Context: an optimization exercise on an open-source flow, tuned for small area. The choices shown serve that exercise and are no tape-out recipe.
The RTL was checked by simulation tests, not by an equivalence proof against the original design.
Power is estimated from default activity; no workload was simulated.

==> flow/design.v (excerpt) <==
module byte_data_memory
#(
  parameter int unsigned DEPTH          = 64,
  parameter bit          CLEAR_ON_RESET = 1'b1
) (
  input  logic        clk,
  input  logic        reset,
  input  logic        req_valid,
  output logic        req_ready,
  input  logic        req_we,
  input  logic [2:0]  req_funct3,
  input  logic [31:0] req_addr,
  input  logic [31:0] req_wdata,
  output logic        rsp_valid,
  output logic [31:0] rsp_rdata,
  output logic        rsp_err,
  output logic        clear_busy
);
  localparam int unsigned AW = $clog2(DEPTH);
  logic [32*DEPTH-1:0]   mem_q;
  dmem_pkg::dmem_state_t state;
  logic [AW-1:0] sweep_cnt;
  logic          phase;
  logic          clearing;
  logic          sweep_sel;
  logic [AW-1:0] idx;
  logic          out_of_range;
  logic          misaligned;
  logic          illegal;
  logic          err;
  logic          accept;
  logic [3:0]    be;
  logic [31:0]   wdata_lane;
  logic [31:0]   rword;
  logic          rload_q;
  logic [31:0]   rcol_q;
  logic [2:0]    rf3_q;
  logic [1:0]    rlo_q;
  assign clearing   = (state == dmem_pkg::CLEAR);
  assign req_ready  = (state == dmem_pkg::READY);
  assign clear_busy = clearing;
  assign phase      = sweep_cnt[0];
  ...
Size in the first run: roughly 6300 cells after synthesis, about 2100 flip-flops, ~110 I/O pins.
make LEC_CHECK=0 CAP_MARGIN=20 CORE_MARGIN=2 CORE_UTILIZATION=40 CTS_CLUSTER_DIAMETER=80 CTS_CLUSTER_SIZE=24 GPL_TIMING_DRIVEN=0 SLEW_MARGIN=20 SYNTH_HIERARCHICAL=1 finish   # period 5.0 ns
run.sh (not shown) runs the stock make flow with config.mk's settings and CLKGATE_MAP_FILE= SYNTH_SCRIPT=/design/flow/synth_recipe.tcl, a recipe that flattens the netlist after the stock synthesis.
==> next run, changes <==
==> flow/flow/run.sh (new file) <==
#!/bin/bash
# Own layout flow: the standard ORFS flow, standard synthesis unchanged.
# Changes from the standard layout:
#  - ports are buffered with plain buf_1 cells (the default pick is a
#    clkdlybuf4s50 delay cell, which is slow and twice the area; the
#    resizer can still upsize a plain buffer where timing needs it);
#  - clock tree synthesis adds no dummy balancing loads, and builds the
#    tree from clkbuf_8 cells in clusters of at most 16 sinks;
#  - the design repair after placement may not use buf_12/buf_16
#    (small_bufs.tcl).
# The full make output goes to standard_flow.log; each ORFS step keeps its
# own log under orfs/logs/.
set -euo pipefail
cd "$(dirname "$0")/.."
here=$(pwd)
bash standard.sh finish \
  "BUFFER_PORTS_ARGS=-buffer_cell sky130_fd_sc_hd__buf_1" \
  "CTS_ARGS=-sink_clustering_enable -repair_clock_nets -dont_use_dummy_load -sink_clustering_size 16 -sink_clustering_max_diameter 60 -buf_list sky130_fd_sc_hd__clkbuf_8" \
  "PRE_RESIZE_TCL=$here/flow/small_bufs.tcl" \
  > standard_flow.log 2>&1
==> flow/flow/small_bufs.tcl (new file) <==
# Keep design repair from using the largest buffers (buf_12, buf_16); it
# then buffers long, high-fanout nets with smaller buffers instead.
set_dont_use {sky130_fd_sc_hd__buf_12 sky130_fd_sc_hd__buf_16}
==> flow/standard.sh (new file) <==
#!/bin/bash
# synth_recipe.tcl (not shown) runs the flow's synth.tcl, then flattens the netlist and writes it again
# the make line also repeats each setting of config.mk as NAME=value (left out here)
make -C /OpenROAD-flow-scripts/flow DESIGN_CONFIG=/design/flow/config.mk WORK_HOME=/design/flow/orfs CLKGATE_MAP_FILE= SYNTH_SCRIPT=/design/flow/synth_recipe.tcl "${@:-finish}"
--- a/flow/config.mk
+++ b/flow/config.mk
@@ -8 +8 @@
-export CAP_MARGIN = 20
+export CAP_MARGIN = 5
@@ -11,2 +11,2 @@
-export CTS_CLUSTER_DIAMETER = 80
-export CTS_CLUSTER_SIZE = 24
+export CTS_CLUSTER_DIAMETER = 60
+export CTS_CLUSTER_SIZE = 16
@@ -14 +14,3 @@
-export SLEW_MARGIN = 20
+export PLACE_DENSITY = 0.9
+export SETUP_SLACK_MARGIN = 0.1
+export SLEW_MARGIN = 5
removed: flow/run.sh
Result: The new run completed with no timing, DRC or antenna violations; global-route usage is lower by 1.4 points; total power is lower by a few percent; worst setup slack improves by 0.074 ns; die area is unchanged; fmax is higher slightly; first-iteration DRC count is higher by well over a third; worst hold slack degrades by 0.19 ns; non-clock buffer count is lower by 71; synthesized cell count stays the same; clock power is lower by about a fifth.
==> next run, changes <==
--- a/flow/config.mk
+++ b/flow/config.mk
@@ -8 +8 @@
-export CAP_MARGIN = 5
+export CAP_MARGIN = 10
@@ -14,3 +14,2 @@
-export PLACE_DENSITY = 0.9
-export SETUP_SLACK_MARGIN = 0.1
-export SLEW_MARGIN = 5
+export PLACE_DENSITY = 0.85
+export SLEW_MARGIN = 10
Outcome:
- With this change the flow finished with setup timing left
- total power stays flat
- sequential share of layout area hardly moves
- design area stays flat
- worst hold slack gets worse by 0.059 ns
- setup slack degrades by 0.30 ns
- clock power came out higher slightly
- utilization hardly moves
- area after synthesis does not change
==> next run, changes <==
--- a/flow/flow/run.sh
+++ b/flow/flow/run.sh
@@ -7,4 +7 @@
-#  - clock tree synthesis adds no dummy balancing loads, and builds the
-#    tree from clkbuf_8 cells in clusters of at most 16 sinks;
-#  - the design repair after placement may not use buf_12/buf_16
-#    (small_bufs.tcl).
+#  - clock tree synthesis adds no dummy balancing loads.
@@ -15 +11,0 @@
-here=$(pwd)
@@ -18,2 +14 @@
-  "CTS_ARGS=-sink_clustering_enable -repair_clock_nets -dont_use_dummy_load -sink_clustering_size 16 -sink_clustering_max_diameter 60 -buf_list sky130_fd_sc_hd__clkbuf_8" \
-  "PRE_RESIZE_TCL=$here/flow/small_bufs.tcl" \
+  "CTS_ARGS=-sink_clustering_enable -repair_clock_nets -dont_use_dummy_load -sink_clustering_size 24 -sink_clustering_max_diameter 80" \
--- a/flow/config.mk
+++ b/flow/config.mk
@@ -11,2 +11,2 @@
-export CTS_CLUSTER_DIAMETER = 60
-export CTS_CLUSTER_SIZE = 16
+export CTS_CLUSTER_DIAMETER = 80
+export CTS_CLUSTER_SIZE = 24
@@ -14 +13,0 @@
-export PLACE_DENSITY = 0.85
removed: flow/flow/small_bufs.tcl
With this change the flow produced a clean layout.
Maximum frequency went up by 7.4%.
Via count went down by 5.5%.
Sequential power is about the same.
Power went up by 3.5%.
Non-clock buffer count went up by 55.
Area after synthesis stays the same.
Routed wire length is about the same.

[afterwards: timing with drivers on the ports]
The flow's constraints put no driver on any port. The routed layouts listed below were extracted and timed again, unchanged, in two steps. Step 1 (the two cells are an assumption about what drives the block):
set clk [get_ports {clk}]
set_driving_cell -lib_cell sky130_fd_sc_hd__clkbuf_16 $clk
set_driving_cell -lib_cell sky130_fd_sc_hd__buf_2 [delete_from_list [all_inputs] $clk]
Step 2 adds t to the input delays and takes it off the output delays; t is the mean of the earliest and latest rising clock arrival at the registers after step 1. Input paths then give back, and output paths get back, about the clock's delay inside the block. Three values: ideal, step 1, step 2; two values: the first two.
run | shift t [ns] | setup slack, ns | worst setup path after step 2
the first run | 0.835 | 0.059 / -0.035 / -0.526 | input to register
the second run | 0.929 | 0.133 / 0.077 / -0.754 | input to register
the third run | 0.980 | -0.163 / -0.233 / -0.611 | input to register
the fourth run | 0.803 | 0.192 / 0.192 / -0.283 | input to register
With both steps, setup timing fails in the first run, the second run and the fourth run, where it was met with ideal ports. The setup slack of the second run, which loses most, moves by -0.056 ns with the drivers and by -0.887 ns with both steps.
